Background: an optimization exercise with open tools, aiming at small area and a short achievable clock period. Do not read the settings as production practice.
Where RTL was checked, it was by simulation tests only, not by an equivalence proof against the original.
No functional check of the RTL was part of runs 2 and 3.
Power figures rest on the tool's default switching activity, not on a simulated workload.

<file path="flow/constraint.sdc">
create_clock -name core_clock -period 5.0 [get_ports {clock}]
set_input_delay 1.0000 -clock core_clock [delete_from_list [all_inputs] [get_ports {clock}]]
set_output_delay 1.0000 -clock core_clock [all_outputs]
set_load 0.01 [all_outputs]
</file>
<file path="flow/run.sh">
#!/bin/bash
# synth_recipe.tcl (not shown) runs the flow's synth.tcl, then flattens the netlist and writes it again
# the make line also repeats each setting of config.mk as NAME=value (left out here)
make -C /OpenROAD-flow-scripts/flow DESIGN_CONFIG=/design/flow/config.mk WORK_HOME=/design/flow/orfs CLKGATE_MAP_FILE= SYNTH_SCRIPT=/design/flow/synth_recipe.tcl finish
</file>
<file path="flow/design.v">
module datapath_cw_sequencer #(
  parameter int unsigned DEPTH       = 16,
  parameter int unsigned HOLD_CYCLES = 2,
  parameter logic [24:0] NOP_CW      = 25'd0
) (
  input  logic        clock,
  input  logic        reset,
  input  logic        push_valid,
  output logic        push_ready,
  input  logic [24:0] push_cw,
  input  logic [63:0] push_const,
  input  logic [1:0]  push_op,
  input  logic        go,
  input  logic [3:0]  status,
  output logic [24:0] ControlWord,
  output logic [63:0] constant,
  output logic        busy,
  output logic        done,
  output logic [15:0] issue_count
);
  localparam int unsigned AW = $clog2(DEPTH);
  localparam int unsigned HW = $clog2(HOLD_CYCLES + 1);
  localparam logic [1:0] OpNormal = 2'b00;
  localparam logic [1:0] OpHold   = 2'b01;
  localparam logic [1:0] OpSkip   = 2'b10;
  localparam logic [1:0] OpHalt   = 2'b11;
  typedef enum logic [1:0] {StIdle, StRun, StHold, StSkip} state_e;
  logic [24:0] mem_cw    [DEPTH];
  logic [63:0] mem_const [DEPTH];
  logic [1:0]  mem_op    [DEPTH];
  logic [AW:0] wr_ptr_q, rd_ptr_q;
  logic        full, empty, push_en, pop;
  state_e      state_q, state_d;
  logic [24:0] cw_q, cw_d;
  logic [63:0] const_q, const_d;
  logic        done_q, done_d;
  logic [15:0] cnt_q, cnt_d;
  logic [HW-1:0] hcnt_q, hcnt_d;
  logic        issued_q, issued_d;
  logic [3:0]  status_q;
  logic        take;
  logic [24:0] head_cw;
  logic [63:0] head_const;
  logic [1:0]  head_op;
  assign empty      = (wr_ptr_q == rd_ptr_q);
  assign full       = (wr_ptr_q[AW] != rd_ptr_q[AW]) && (wr_ptr_q[AW-1:0] == rd_ptr_q[AW-1:0]);
  assign push_ready = !full;
  assign push_en    = push_valid && !full;
  assign head_cw    = mem_cw[rd_ptr_q[AW-1:0]];
  assign head_const = mem_const[rd_ptr_q[AW-1:0]];
  assign head_op    = mem_op[rd_ptr_q[AW-1:0]];
  logic [2:0] skip_sel_q, skip_sel_d;
  logic       skip_cond;
  assign skip_cond = status_q[skip_sel_q[1:0]] ^ skip_sel_q[2];
  always_comb begin
    state_d  = state_q;
    cw_d     = NOP_CW;
    const_d  = const_q;
    done_d   = 1'b0;
    cnt_d    = cnt_q;
    hcnt_d   = hcnt_q;
    issued_d = 1'b0;
    pop      = 1'b0;
    take     = 1'b0;
    skip_sel_d = skip_sel_q;
    case (state_q)
      StIdle: begin
        if (go) begin
          if (empty) done_d = 1'b1;
          else       take   = 1'b1;
        end
      end
      StRun: take = 1'b1;
      StHold: begin
        if (hcnt_q == '0) take   = 1'b1;
        else              hcnt_d = hcnt_q - 1'b1;
      end
      StSkip: begin
        if (skip_cond) begin
          if (empty) begin
            state_d = StIdle;
            done_d  = 1'b1;
          end else begin
            pop     = 1'b1;
            state_d = StRun;
          end
        end else begin
          take = 1'b1;
        end
      end
      default: state_d = StIdle;
    endcase
    if (take) begin
      if (empty) begin
        state_d = StIdle;
        done_d  = 1'b1;
      end else begin
        pop = 1'b1;
        unique case (head_op)
          OpNormal, OpHold: begin
            cw_d     = head_cw;
            const_d  = head_const;
            cnt_d    = cnt_q + 16'd1;
            issued_d = 1'b1;
            state_d  = (head_op == OpHold) ? StHold : StRun;
            hcnt_d   = HW'(HOLD_CYCLES);
          end
          OpSkip: begin
            state_d    = StSkip;
            skip_sel_d = head_const[2:0];
          end
          OpHalt: begin
            state_d = StIdle;
            done_d  = 1'b1;
          end
          default: state_d = StIdle;
        endcase
      end
    end
  end
  always_ff @(posedge clock) begin
    if (push_en) begin
      mem_cw[wr_ptr_q[AW-1:0]]    <= push_cw;
      mem_const[wr_ptr_q[AW-1:0]] <= push_const;
      mem_op[wr_ptr_q[AW-1:0]]    <= push_op;
    end
  end
  always_ff @(posedge clock) begin
    if (reset) begin
      wr_ptr_q <= '0;
      rd_ptr_q <= '0;
      state_q  <= StIdle;
      cw_q     <= NOP_CW;
      const_q  <= '0;
      done_q   <= 1'b0;
      cnt_q    <= '0;
      hcnt_q   <= '0;
      issued_q <= 1'b0;
      status_q <= '0;
    end else begin
      if (push_en) wr_ptr_q <= wr_ptr_q + (AW+1)'(1);
      if (pop)     rd_ptr_q <= rd_ptr_q + (AW+1)'(1);
      state_q  <= state_d;
      cw_q     <= cw_d;
      const_q  <= const_d;
      done_q   <= done_d;
      cnt_q    <= cnt_d;
      hcnt_q   <= hcnt_d;
      issued_q <= issued_d;
      if (issued_q) status_q <= status;
    end
  end
  always_ff @(posedge clock) begin
    if (reset) skip_sel_q <= '0;
    else       skip_sel_q <= skip_sel_d;
  end
  assign ControlWord = cw_q;
  assign constant    = const_q;
  assign done        = done_q;
  assign issue_count = cnt_q;
  assign busy        = (state_q == StRun) || (state_q == StHold) || (state_q == StSkip);
endmodule
</file>
<file path="flow/config.mk">
export PLATFORM = sky130hd
export DESIGN_NAME = datapath_cw_sequencer
export DESIGN_NICKNAME = datapath_cw_sequencer
export VERILOG_FILES = /design/flow/design.v
export SDC_FILE = /design/flow/constraint.sdc
export NUM_CORES = 4
export LEC_CHECK = 0
export CAP_MARGIN = 20
export CORE_MARGIN = 2
export CORE_UTILIZATION = 40
export PLACE_DENSITY = 0.6
export SLEW_MARGIN = 20
</file>
==> summary.txt, run 1 <==
Clock tree
  – Clk Latency, worst-skew pair: around 0.78 ns
  – Clock Pin Slew Worst Setup and Hold Paths: ~0.060 ns
  – CTS resizes: 0
  – Hold buffers post-CTS: 0
  – Clk buf depth: 3
  – CTS tree: done
  – H-tree Lvls: 4
  – CTS buffer count: approximately 160
  – Post-CTS Setup Bufs: 0
  – Cell chosen for the clock root: clkbuf_16
  – CTS Sinks: ~1.6k

Logic synthesis
  – Synth Warn #: 1
  – Post-Syn Instances: around 2.7k
  – Synth Area per Inst: roughly 22 um^2
  – FF+latch count, synth: about 1.6k
  – Count of different cell masters after synthesis: between 50 and 60
  – Mapped cell area: 0.0597 mm^2
  – Syn nets: approximately 2.8k
  – Seq/Total Area, Yosys: 77.7%

Place
  – Final Wtd Congestion: ~0.74
  – DPL Wire Length: 74200 um
  – Placed instance area: between 0.06 and 0.07 mm^2
  – Port bufs: a little over 200
  – Placed cells: 4698

Setup path
  – Max incr delay on CP: 0.72 ns
  – Delay-heaviest family, CP: simple AND/OR/NAND/NOR gates
  – Slowest CP cell: dfxtp_1
  – Critical Path RT: about 4.0 ns
  – CP arrival: between 3 and 4 ns
  – R2R depth: 6
  – Setup crit start kind: register
  – Critical path type: register to primary output
  – Reg-to-reg setup timing slack: approximately 1.4 ns
  – CP cell instances: xnor2_1 > nand4_1 > nand2b_1 > clkdlybuf4s50_1
  – Top fanout value on the critical path: 11
  – Worst path depth: 4
  – Worst setup EP type: primary output
  – Worst Path Buf+Inv: 1

Timing
  – Final hold vios: 0
  – Worst-case clock skew: between 0.02 and 0.025 ns
  – Crit path time final: slightly above 4 ns
  – Least-Margin Pin Slew: ~1.0 ns
  – Setup tns final: 0 ns
  – Fmax: approximately 0.25 GHz
  – Rel. slew slack: between 30% and 40%
  – Fin. max-slew vios: 0
  – Fin Hold WS: ~0.49 ns
  – Period utilization: 80.6%
  – Final setup violation count: 0
  – RSZ-0062 raised after global routing: no

Cells and area
  – Final instance area: between 0.06 and 0.07 mm^2
  – Layout Cells excl Fill: ~5k
  – Final Net Count: between 3k and 4k
  – Layout area overhead: 16.8%
  – Finished Core Util: roughly 47%
  – Fillers: 11.8k
  – Layout cell share with drive strength beyond 1: between 20% and 30%

GRT
  – Largest net degree at the start of global routing: roughly 130
  – First-pass GRT wire length: around 210000 um
  – GRT Resource Usage Total: between 10% and 20%
  – Initial antenna violation count: 20
  – Vias in the first global route: approximately 30k
  – Gr ovfl total: 0

Die
  – Die width: ~390 um
  – Starting Density: between 40% and 50%
  – Core area: between 0.1 and 0.15 mm^2
  – Chip Height: ~390 um
  – Die ar.: 0.152 mm^2
  – Num rows: 141
  – I/O pin total: ~210

Run
  – Max-Cap Viols: 0

Drt
  – Post-route DRC: 0
  – Vias: between 20k and 30k
  – Routed WL per cell: 29.5 um
  – TritonRoute pass-1 iters: 5
  – DR vias/cell: between 5 and 6
  – Final ANT Viol Nets: 0
  – Iteration-0 DRC Markers: between 2k and 3k
  – Final wirelength: between 100000 and 150000 um

Power
  – VDD IR max: between 300 and 400 uV
  – P_leak: around 21 nW
  – Pwr Density: roughly 450 mW/mm^2

Hold path
  – HP Class: register to register
  – Hold depth: 1

Outcome
  – Status: no timing/DRC/antenna violations
cell usage in the layout, fill, tap and decap left out, types with 14 or more instances in the layout:
cell,instances
a21oi_1,19
edfxtp_1,1456
clkinv_2,21
a221oi_1,61
dfxtp_1,128
clkinv_1,15
mux2i_1,18
clkbuf_8,14
nand2_1,18
clkbuf_1,47
nor4_1,62
buf_4,42
buf_12,31
bufinv_16,17
clkbuf_16,159
a22o_1,68
ha_1,14
mux4_2,390
clkdlybuf4s50_1,205
a31o_2,58
nor2_1,16
nor2b_1,31
through the flow:
| step | worst slack, ns | power [mW] |
|---|---|---|
| finish | 0.969 | 31.6 |
| global route | 0.828 | 32.6 |
| CTS | 0.943 | 31.9 |
| detailed placement | 1.36 | 20.0 |
| global placement | 1.35 | 19.9 |
| floorplan | -0.695 | 18.4 |
worst register-to-register path, delay by kind of cell (launching register included):
kind / cells / cell delay, ns
buffers and inverters: 2 / 1.47
DFF: 1 / 0.49
and+or+nand+nor: 1 / 0.11
muxes: 1 / 0.62
AOI/OAI and AO/OA: 2 / 0.76
layout make-up:
type | count | area [um^2] | area share, %
diodes | 5 | 12.5 | 0.0179
inverters | 12 | 46.3 | 0.0664
multi-input cells | 890 | 12700 | 18.2
repair buffers | 278 | 2990 | 4.28
well taps | 1930 | 2410 | 3.46
clock buffers | 220 | 4350 | 6.23
flip-flops and latches | 1588 | 46400 | 66.5
clock inverters | 69 | 860 | 1.23
layer usage:
layer	vias up	share of wire (%)	GRT usage, %
met1	15700	41	26.2
met5	-	0.10	0
met2	1043	49	31.5
met3	224	7.1	3.84
met4	24	2.2	5.50
li1	12000	-	-
flip-flops by register name (all words and copies together), names as in the netlist, named ones only:
signal,cells
mem_const,1024
const_q,64
done_q,1
cnt_q,16
cw_q,25
mem_op,32
state_q,2
wr_ptr_q,5
skip_sel_q,3
issued_q,1
hcnt_q,2
status_q,4
rd_ptr_q,5
mem_cw,400
logic make-up after synthesis:
logic type	after synthesis	synth area share (%)
AOI/OAI and AO/OA	253	3.53
xor gates and xnor gates	9	0.132
adders and majority gates	14	0.293
buffers and inverters	181	1.32
muxes	415	15.2
and+or+nand+nor	199	1.92
DFF	1588	77.7
cells in the mapped netlist, drive strengths merged:
library cell / n / share of area (%)
nor4: 62 / 0.65
xnor2: 6 / 0.088
and3: 2 / 0.021
a21oi: 20 / 0.17
nand2: 18 / 0.11
o31ai: 13 / 0.16
dfxtp: 132 / 4.4
and3b: 1 / 0.015
or3b: 1 / 0.015
nand3b: 3 / 0.038
or4: 12 / 0.15
nand3: 9 / 0.075
a211o: 2 / 0.029
mux2i: 19 / 0.32
nor2b: 33 / 0.35
inv: 12 / 0.075
or2: 2 / 0.021
and2: 6 / 0.063
a221oi: 62 / 0.92
nor3: 4 / 0.034
nor4b: 1 / 0.015
mux4: 390 / 15
mux2: 6 / 0.11
o2111ai: 2 / 0.029
nor2: 29 / 0.18
nand4: 5 / 0.052
a211oi: 3 / 0.038
a31o: 62 / 0.91
clkbuf: 94 / 0.59
edfxtp: 1456 / 73
or3: 4 / 0.042
a22o: 68 / 1.0
o32ai: 1 / 0.015
o21ai: 10 / 0.084
o41ai: 2 / 0.061
buf: 75 / 0.65
o211ai: 5 / 0.063
ha: 14 / 0.29
o21a: 2 / 0.025
o32a: 1 / 0.017
nand2b: 4 / 0.042
xor2: 3 / 0.044
and4: 3 / 0.044
path summary, 6_finish.rpt:
path	startpoint	endpoint
setup / recovery	wr_ptr_q[3]	push_ready
hold / removal	const_q[47]	const_q[47]
setup reg to reg	register	const_q[60]
hold reg to reg	const_q[47]	const_q[47]
report_power, final:
group / switching [mW] / internal, mW
sequential: 0.268 / 14.9
clock: 4.90 / 6.98
combinational: 2.40 / 2.19
total: 7.57 / 24.0
==> run 2, diff against run 1 <==
--- a/flow/design.v
+++ b/flow/design.v
@@ -21,4 +21,5 @@
   localparam int unsigned AW = $clog2(DEPTH);
   localparam int unsigned HW = $clog2(HOLD_CYCLES + 1);
+  localparam int unsigned EW = 91;
   localparam logic [1:0] OpNormal = 2'b00;
   localparam logic [1:0] OpHold   = 2'b01;
@@ -26,9 +27,9 @@
   localparam logic [1:0] OpHalt   = 2'b11;
   typedef enum logic [1:0] {StIdle, StRun, StHold, StSkip} state_e;
-  logic [24:0] mem_cw    [DEPTH];
-  logic [63:0] mem_const [DEPTH];
-  logic [1:0]  mem_op    [DEPTH];
-  logic [AW:0] wr_ptr_q, rd_ptr_q;
-  logic        full, empty, push_en, pop;
+  logic [EW-1:0] mem [DEPTH];
+  logic [AW-1:0] wr_ptr_q, rd_ptr_q;
+  logic [AW:0]   count_q, count_d;
+  logic        empty, push_en, pop;
+  logic        ready_q, busy_q;
   state_e      state_q, state_d;
   logic [24:0] cw_q, cw_d;
@@ -40,14 +41,22 @@
   logic [3:0]  status_q;
   logic        take;
+  logic [DEPTH-1:0] rd_sel, wr_sel;
+  logic [EW-1:0] head;
   logic [24:0] head_cw;
   logic [63:0] head_const;
   logic [1:0]  head_op;
-  assign empty      = (wr_ptr_q == rd_ptr_q);
-  assign full       = (wr_ptr_q[AW] != rd_ptr_q[AW]) && (wr_ptr_q[AW-1:0] == rd_ptr_q[AW-1:0]);
-  assign push_ready = !full;
-  assign push_en    = push_valid && !full;
-  assign head_cw    = mem_cw[rd_ptr_q[AW-1:0]];
-  assign head_const = mem_const[rd_ptr_q[AW-1:0]];
-  assign head_op    = mem_op[rd_ptr_q[AW-1:0]];
+  assign empty      = (count_q == '0);
+  assign push_ready = ready_q;
+  assign push_en    = push_valid && ready_q;
+  assign count_d    = count_q + (AW+1)'(push_en) - (AW+1)'(pop);
+  always_comb begin
+    for (int i = 0; i < DEPTH; i++) begin
+      rd_sel[i] = (rd_ptr_q == AW'(i));
+      wr_sel[i] = (wr_ptr_q == AW'(i));
+    end
+    head = '0;
+    for (int i = 0; i < DEPTH; i++) head = head | (mem[i] & {EW{rd_sel[i]}});
+  end
+  assign {head_op, head_const, head_cw} = head;
   logic [2:0] skip_sel_q, skip_sel_d;
   logic       skip_cond;
@@ -120,9 +129,6 @@
   end
   always_ff @(posedge clock) begin
-    if (push_en) begin
-      mem_cw[wr_ptr_q[AW-1:0]]    <= push_cw;
-      mem_const[wr_ptr_q[AW-1:0]] <= push_const;
-      mem_op[wr_ptr_q[AW-1:0]]    <= push_op;
-    end
+    for (int i = 0; i < DEPTH; i++)
+      if (push_en && wr_sel[i]) mem[i] <= {push_op, push_const, push_cw};
   end
   always_ff @(posedge clock) begin
@@ -130,4 +136,7 @@
       wr_ptr_q <= '0;
       rd_ptr_q <= '0;
+      count_q  <= '0;
+      ready_q  <= 1'b1;
+      busy_q   <= 1'b0;
       state_q  <= StIdle;
       cw_q     <= NOP_CW;
@@ -138,7 +147,11 @@
       issued_q <= 1'b0;
       status_q <= '0;
+      skip_sel_q <= '0;
     end else begin
-      if (push_en) wr_ptr_q <= wr_ptr_q + (AW+1)'(1);
-      if (pop)     rd_ptr_q <= rd_ptr_q + (AW+1)'(1);
+      if (push_en) wr_ptr_q <= wr_ptr_q + AW'(1);
+      if (pop)     rd_ptr_q <= rd_ptr_q + AW'(1);
+      count_q  <= count_d;
+      ready_q  <= (count_d != (AW+1)'(DEPTH));
+      busy_q   <= (state_d != StIdle);
       state_q  <= state_d;
       cw_q     <= cw_d;
@@ -148,10 +161,7 @@
       hcnt_q   <= hcnt_d;
       issued_q <= issued_d;
+      skip_sel_q <= skip_sel_d;
       if (issued_q) status_q <= status;
     end
-  end
-  always_ff @(posedge clock) begin
-    if (reset) skip_sel_q <= '0;
-    else       skip_sel_q <= skip_sel_d;
   end
   assign ControlWord = cw_q;
@@ -159,4 +169,4 @@
   assign done        = done_q;
   assign issue_count = cnt_q;
-  assign busy        = (state_q == StRun) || (state_q == StHold) || (state_q == StSkip);
+  assign busy        = busy_q;
 endmodule
--- a/flow/config.mk
+++ b/flow/config.mk
@@ -10,3 +10,4 @@
 export CORE_UTILIZATION = 40
 export PLACE_DENSITY = 0.6
+export SETUP_SLACK_MARGIN = 2.6
 export SLEW_MARGIN = 20
==> run 2 against run 1 <==
Net effect: still clean on timing, DRC and antenna; flip-flop and latch count grew 1; die area is 1.7% lower; wire length rose by 41%; sequential share of layout area fell by 2.7 points; register-to-register slack better by 0.35 ns; sequential power rose by 5%; cell count grew 18%; largest cell class unchanged; highest routed layer unchanged.
==> summary.txt, run 2 <==
Outcome
  – Status: no timing/DRC/antenna violations

Clock tree
  – H-tree Lvls: 4 (unchanged)
  – Cell chosen for the clock root: clkbuf_16
  – CTS buffer count: 160 (+1.9%)
  – Clk buf depth: 3 (unchanged)
  – CTS Sinks: 1589 (+0.063%)
  – Clock Pin Slew Worst Setup and Hold Paths: 0.06 ns (about the same)
  – CTS tree: done
  – Clk Latency, worst-skew pair: 0.79 ns (about the same)

Drt
  – DR vias/cell: 6.30 (+8.3%)
  – Iteration-0 DRC Markers: 6012 (+120%)
  – Post-route DRC: 0 (unchanged)
  – Final wirelength: 207000 um (+41%)
  – Final ANT Viol Nets: 0 (unchanged)
  – TritonRoute pass-1 iters: 9 (+4)
  – Vias: 37.2k (+28%)
  – Routed WL per cell: 35.1 um (+19%)

Die
  – Core area: 0.146 mm^2 (-1.7%)
  – Num rows: 140 (-0.71%)
  – Die ar.: 0.150 mm^2 (-1.7%)
  – Starting Density: 40.3% (-0.044 points)
  – Chip Height: 387 um (-0.88%)
  – I/O pin total: 207 (unchanged)
  – Die width: 387 um (-0.88%)

Place
  – DPL Wire Length: 97000 um (+31%)
  – Setup WS pre-CTS: 0.922 ns (-0.439 ns)
  – Final Wtd Congestion: 0.776 (+4.9%)
  – Port bufs: 206 (unchanged)

Timing
  – Setup tns final: 0 ns (unchanged)
  – Fin. max-slew vios: 0 (unchanged)
  – Final setup violation count: 0 (unchanged)
  – Least-Margin Pin Slew: 1.04 ns (+0.00850 ns)
  – Period utilization: 64.3% (-16 points)
  – Fmax: 0.311 GHz (+25%)
  – Crit path time final: 3.21 ns (-0.818 ns)
  – Final hold vios: 0 (unchanged)
  – Rel. slew slack: 30.3% (-0.26 points)
  – Fin Hold WS: 0.481 ns (-0.00502 ns)
  – Final worst slack: 1.79 ns (+0.818 ns)
  – Worst-case clock skew: 0.0366 ns (+0.0135 ns)
  – RSZ-0062 raised after global routing: yes

Setup path
  – CP cell instances: buf_6 > ha_4 > buf_8 > a221oi_1 > mux4_2 > nand2_4 > inv_2 > ha_4 > nor3_4 > o31a_4 > buf_12 > buf_12 > buf_12 > buf_16 > nor2_1 > a211oi_2
  – CP arrival: 3.90 ns (+0.87 ns)
  – Max incr delay on CP: 0.53 ns (-0.19 ns)
  – Critical Path RT: 5.68 ns (+1.68 ns)
  – Delay-heaviest family, CP: buffers and inverters
  – Worst Path Buf+Inv: 7 (+6)
  – Slowest CP cell: mux4_2
  – Worst setup EP type: register
  – Top fanout value on the critical path: 7 (-4)
  – Setup crit start kind: register
  – Critical path type: register to register
  – CP dominant cell by count: buf_12

Cells and area
  – Layout area overhead: 24.5%
  – Commonest non-fill, non-tap cell in the layout: edfxtp_1
  – Final Net Count: 3970 (+31%)
  – Max reg flops: 1456 (+42%)
  – Most frequent cells in the layout: 1456 x edfxtp_1, 288 x a22oi_1, 178 x clkbuf_16
  – Finished Core Util: 50.1% (+3.0 points)
  – Layout cell share with drive strength beyond 1: 25.9% (+0.22 points)
  – Fillers: 11.7k (-1.2%)

Power
  – Internal power: 25.9 mW (+7.6%)
  – P_leak: 23.4 nW (+9.5%)
  – VDD IR max: 384 uV (+13%)
  – Sw power: 10.2 mW (+35%)
  – Gate power share: 23.2% (+8.7 points)
  – Final Power: 36.1 mW (+14%)
  – Clk pwr share: 32.9% (-4.7 points)
  – Flop pwr share: 43.9% (-4.0 points)
  – Pwr Density: 494 mW/mm^2 (+9.1%)
  – Sw frac: 28.3% (+4.4 points)

Logic synthesis
  – Leading post-synthesis cells by instance count: 1456 x edfxtp_1, 291 x a22oi_1, 155 x clkbuf_1
  – Yosys top cell area share: 74.5% (+1.3 points)
  – Synth Area per Inst: 17.3 um^2 (-23%)
  – Post-Syn Instances: 3394 (+28%)
  – Count of different cell masters after synthesis: 74 (+40%)
  – Largest area contributor in the netlist: edfxtp_1
  – FF+latch count, synth: 1589 (+0.063%)
  – Number of flops mapped to enable cells by yosys: 1456 (unchanged)
  – Top cells by area, synth: edfxtp_1 75%, dfxtp_1 4.5%, a22oi_1 3.7%, a222oi_1 1.5%, a221oi_1 1.4%
  – Top-count cell post-synth: edfxtp_1
  – Mapped cell area: 0.0586 mm^2 (-1.8%)
  – Synth Warn #: 2 (+1)
  – Seq/Total Area, Yosys: 79.1% (+1.4 points)
  – Most used DFF post-synth: edfxtp_1
  – Asr flop ratio synth: 0% (unchanged)
  – Syn nets: 3516 (+27%)

GRT
  – Gr ovfl total: 0 (unchanged)
  – GRT Resource Usage Total: 26.5% (+7.3 points)
  – Largest net degree at the start of global routing: 92 (-31%)
  – Initial antenna violation count: 28 (+40%)
  – First-pass GRT wire length: 280000 um (+33%)
  – Vias in the first global route: 35.3k (+17%)

Hold path
  – HP Class: register to register

Run
  – Max-Cap Viols: 0 (unchanged)
==> run 2: area by class of cell <==
class                      instances  area (um^2)  share of cell area [%]
sequential                      1589        46600                    63.8
clock buffer                     224         4500                    6.17
clock inverter                    71          661                   0.905
timing repair buffer             527         6330                    8.67
tap                             1917         2400                    3.29
multi-input combinational       1542        12400                    17.0
inverter                          28          118                   0.161
antenna                           10         25.0                  0.0343
==> run 2: worst register-to-register path, stage by stage (launching register included) <==
cell	delay, ns
dfxtp_4	0.38
buf_6	0.11
ha_4	0.22
buf_8	0.16
a221oi_1	0.09
mux4_2	0.53
nand2_4	0.15
inv_2	0.08
ha_4	0.17
nor3_4	0.20
o31a_4	0.22
buf_12	0.17
buf_12	0.15
buf_12	0.10
buf_16	0.14
nor2_1	0.06
a211oi_2	0.17
==> run 2: through the flow <==
stage,cells,instance area (um^2)
global route,5901,73000
global placement,5396,63700
CTS,5837,71800
finish,5908,73000
floorplan,3394,58900
detailed placement,5397,63700
==> run 2: path summary, 6_finish.rpt <==
check | start | end | slack [ns] | cells past startpoint
worst min register to register | cnt_q[9] | cnt_q[9] | 0.48 | 2
worst max register to register | rd_ptr_q[1] | const_q[19] | 1.79 | 16
worst min-delay path | cnt_q[9] | cnt_q[9] | 0.48 | 2
worst max-delay path | rd_ptr_q[1] | const_q[19] | 1.79 | 16
==> run 2: routing by layer <==
layer	share of wire, %	track usage, %
met5	0.071	0
met1	38	36.0
met2	46	41.6
met3	13	6.78
met4	3.5	8.97
==> run 2: kinds of logic after synthesis <==
group	synth area share [%]
compound gates	12.4
xor+xnor	0.179
fa+ha+maj	0.503
buf+inv	1.85
flops	79.1
mux	2.00
simple gates	3.98
==> run 2: power groups by stage <==
stage,registers (mW),logic [mW],clock network [mW]
after floorplan,16.0,2.64,0
after global placement,16.0,5.04,0
after detailed placement,16.0,5.11,0
after CTS,15.8,7.59,11.9
after global routing,15.9,8.63,12.4
final,15.8,8.36,11.9
==> run 2: timing repair <==
| item | in CTS | in global routing |
|---|---|---|
| cloned | 30 | 13 |
| pin swaps | 97 | 24 |
| setup endpoints to repair | 982 | 735 |
| setup buffers | 115 | 47 |
| resized for setup | 720 | 99 |
| hold buffers | 0 | 0 |
==> run 3, diff against run 2 <==
--- a/flow/config.mk
+++ b/flow/config.mk
@@ -8,6 +8,8 @@
 export CAP_MARGIN = 20
 export CORE_MARGIN = 2
-export CORE_UTILIZATION = 40
-export PLACE_DENSITY = 0.6
+export CORE_UTILIZATION = 60
+export CTS_CLUSTER_DIAMETER = 60
+export CTS_CLUSTER_SIZE = 30
+export PLACE_DENSITY = 0.75
 export SETUP_SLACK_MARGIN = 2.6
 export SLEW_MARGIN = 20
==> run 3 against run 2 <==
Net effect: still clean on timing, DRC and antenna; critical path depth fell by 1; total power fell by 9.7%; design area fell by 4.2%; first-iteration DRC count rose by 27%; critical endpoint is now cw_q[2]; largest cell class unchanged.
==> summary.txt, run 3 <==
Setup path
  – Slowest CP cell: dfxtp_4
  – CP arrival: 3.85 ns (-0.05 ns)
  – Top fanout value on the critical path: 7 (unchanged)
  – Worst setup EP type: register
  – Critical path type: register to register
  – Critical Path RT: 5.64 ns (-0.04 ns)
  – CP cell instances: inv_4 > ha_4 > buf_4 > buf_4 > and3b_2 > a22oi_1 > nand4_1 > buf_6 > ha_4 > nor3_4 > o31a_2 > buf_12 > nand2_8 > buf_12 > a31oi_4
  – Worst Path Buf+Inv: 6 (-1)
  – Max incr delay on CP: 0.41 ns (-0.12 ns)
  – Setup crit start kind: register
  – Delay-heaviest family, CP: buffers and inverters

Drt
  – Final ANT Viol Nets: 0 (unchanged)
  – TritonRoute pass-1 iters: 10 (+1)
  – Routed WL per cell: 37.8 um (+7.9%)
  – Final wirelength: 193000 um (-6.6%)
  – DR vias/cell: 7.37 (+17%)
  – Iteration-0 DRC Markers: 7634 (+27%)
  – Vias: 37.7k (+1.3%)
  – Post-route DRC: 0 (unchanged)

GRT
  – GRT Resource Usage Total: 37.5% (+11 points)
  – Largest net degree at the start of global routing: 92 (unchanged)
  – Vias in the first global route: 35.9k (+1.7%)
  – Initial antenna violation count: 24 (-14%)
  – Gr ovfl total: 0 (unchanged)
  – First-pass GRT wire length: 263000 um (-5.9%)

Cells and area
  – Most frequent cells in the layout: 1456 x edfxtp_1, 289 x a22oi_1, 144 x nand2_1
  – Commonest non-fill, non-tap cell in the layout: edfxtp_1
  – Layout Cells excl Fill: 5116 (-13%)
  – Layout area overhead: 19.3%
  – Final Net Count: 3867 (-2.6%)
  – Max reg flops: 1456 (unchanged)
  – Layout cell share with drive strength beyond 1: 21.4% (-4.5 points)

Logic synthesis
  – Top cells by area, synth: edfxtp_1 75%, dfxtp_1 4.5%, a22oi_1 3.7%, a222oi_1 1.5%, a221oi_1 1.4%
  – Simple-gate portion of the synthesized area: 3.98% (unchanged)
  – Yosys top cell area share: 74.5% (unchanged)
  – Largest area contributor in the netlist: edfxtp_1
  – Leading post-synthesis cells by instance count: 1456 x edfxtp_1, 291 x a22oi_1, 155 x clkbuf_1
  – Multiplexer share of the synthesized area: 2.00% (unchanged)
  – Synth Warn #: 2 (unchanged)
  – XOR/XNOR Fraction of Synth Area: 0.179% (unchanged)
  – Number of flops mapped to enable cells by yosys: 1456 (unchanged)
  – Count of different cell masters after synthesis: 74 (unchanged)
  – Syn nets: 3516 (unchanged)
  – Most used DFF post-synth: edfxtp_1
  – Post-Syn Instances: 3394 (unchanged)
  – Mapped cell area: 0.0586 mm^2 (unchanged)
  – Post-Synth Adder-Cell Area: 0.503% (unchanged)
  – Seq/Total Area, Yosys: 79.1% (unchanged)
  – Top-count cell post-synth: edfxtp_1
  – Compound-cell area share of the yosys netlist: 12.4% (unchanged)
  – Largest family of logic cells by synthesized area: compound AO/OA/AOI/OAI gates
  – FF+latch count, synth: 1589 (unchanged)
  – Asr flop ratio synth: 0% (unchanged)
  – Synth Area per Inst: 17.3 um^2 (unchanged)

Timing
  – Fmax: 0.311 GHz (about the same)
  – RSZ-0062 raised after global routing: yes
  – Least-Margin Pin Slew: 1.22 ns (+0.179 ns)
  – Period utilization: 64.3% (about the same)
  – Crit path time final: 3.21 ns (+0.000230 ns)
  – Setup tns final: 0 ns (unchanged)
  – Worst-case clock skew: 0.0413 ns (+0.00469 ns)
  – Final setup violation count: 0 (unchanged)
  – Fin. max-slew vios: 0 (unchanged)
  – Rel. slew slack: 18.3% (-12 points)
  – Final hold vios: 0 (unchanged)

Die
  – Num rows: 114 (-19%)
  – Die width: 317 um (-18%)
  – Starting Density: 60.6% (+20 points)
  – I/O pin total: 207 (unchanged)
  – Core area: 0.0969 mm^2 (-33%)
  – Chip Height: 317 um (-18%)
  – Die ar.: 0.100 mm^2 (-33%)

Clock tree
  – H-tree Lvls: 3 (-1)
  – Clk buf depth: 3 (unchanged)
  – CTS Sinks: 1589 (unchanged)
  – CTS buffer count: 91 (-43%)
  – CTS tree: done
  – Cell chosen for the clock root: clkbuf_16
  – Clock Pin Slew Worst Setup and Hold Paths: 0.11 ns (+0.05 ns)
  – Hold buffers post-CTS: 0 (unchanged)
  – Clk Latency, worst-skew pair: 0.74 ns (-0.05 ns)

Power
  – P_leak: 22.5 nW (-4.0%)
  – VDD IR max: 320 uV (-17%)
  – Pwr Density: 466 mW/mm^2 (-5.7%)

Run
  – Max-Cap Viols: 0 (unchanged)

Hold path
  – HP Class: register to register

Place
  – Placed cells: 4739 (-12%)
  – DPL Wire Length: 88700 um (-8.6%)
  – Final Wtd Congestion: 0.819 (+5.5%)
  – Port bufs: 206 (unchanged)

Outcome
  – Status: no timing/DRC/antenna violations
## run 3: cell counts after synthesis
Identical to the previous run, type by type.
## run 3: final timing paths
check / from / endpoint / slack (ns) / depth (start not counted)
max: rd_ptr_q[0] / cw_q[2] / 1.79 / 15
min: cnt_q[5] / cnt_q[5] / 0.49 / 2
min reg2reg: cnt_q[5] / cnt_q[5] / 0.49 / 2
max reg2reg: rd_ptr_q[0] / cw_q[2] / 1.79 / 15
## run 3: worst min-delay path, cell delays in order (launching register included)
cell     delay [ns]
dfxtp_2        0.35
o21ai_2        0.05
a21oi_1        0.05
## run 3: kinds of logic (layout without fill, tap and decap cells)
logic type | after synthesis | count (layout)
other cells | 0 | 17
flops | 1589 | 1589
simple gates | 477 | 482
compound gates | 925 | 925
buf+inv | 264 | 688
fa+ha+maj | 23 | 23
mux | 104 | 104
xor+xnor | 12 | 12
## run 3: layout make-up
cell class	count	area, um^2
multi-input combinational	1546	12600
tap	1276	1600
sequential	1589	46500
inverter	28	129
antenna	17	42.5
timing repair buffer	489	5710
clock inverter	71	1020
fill	5417	26900
clock buffer	100	2360
## run 3: report_power, final
| group | internal (mW) | total [mW] | switching, mW |
|---|---|---|---|
| Clock | 4.00 | 8.92 | 4.92 |
| Sequential | 15.3 | 15.8 | 0.487 |
| Combinational | 3.40 | 7.84 | 4.44 |
## run 3: routing by layer
metal | track usage, % | vias to the layer above | part of all wire, %
met5 | 0 | - | 0.057
met4 | 19.8 | 10 | 6.1
met3 | 11.4 | 711 | 17
met2 | 56.3 | 3635 | 45
met1 | 50.1 | 18700 | 32
li1 | - | 14700 | -
## run 3: stage by stage
stage / hold slack (ns) / total power, mW / setup slack (ns) / utilization [%] / cell area, um^2
2_1_floorplan: 0.467 / 18.6 / 0.956 / - / 58900
3_3_place_gp: 0.460 / 20.7 / 0.885 / 64.8 / 62700
3_5_place_dp: 0.481 / 20.9 / 0.789 / 64.8 / 62700
4_1_cts: 0.481 / 31.7 / 1.98 / 71.4 / 69100
5_1_grt: 0.507 / 33.3 / 1.77 / 72.2 / 69900
6_report: 0.489 / 32.6 / 1.79 / 72.2 / 70000
## run 3: timing repair
action,in CTS,in global routing
setup endpoints to repair,895,663
gates cloned,24,8
resized for setup,475,96
setup buffers,124,33
pin swaps,107,41

## separate check: timing with driven ports
How much do the figures lean on ideal ports? The routed layouts below were timed once more, with nothing changed but the port constraints.
Step 1: set_driving_cell puts a clkbuf_16 on clock and a buf_2 on each other input, an assumption about the parent block.
Step 2 also shifts input and output timing later by t, the mid clock arrival at the registers, as if the neighbouring blocks saw the same clock.
a / b / c = ideal / step 1 / step 2; a / b = the first two.
run | t (ns) | setup slack, ns | slew at the worst register clock pin (ns)
run 1 | 0.849 | 0.969 / 0.889 / 1.249 | 0.07 / 0.07
run 2 | 0.854 | 1.787 / 1.787 / 1.276 | 0.06 / 0.06
run 3 | 0.782 | 1.787 / 1.787 / 1.354 | 0.11 / 0.11
After both steps every run listed still meets setup and hold. For run 2, which loses most, drivers alone change the setup slack by 0.000 ns; drivers and shift together by -0.511 ns.
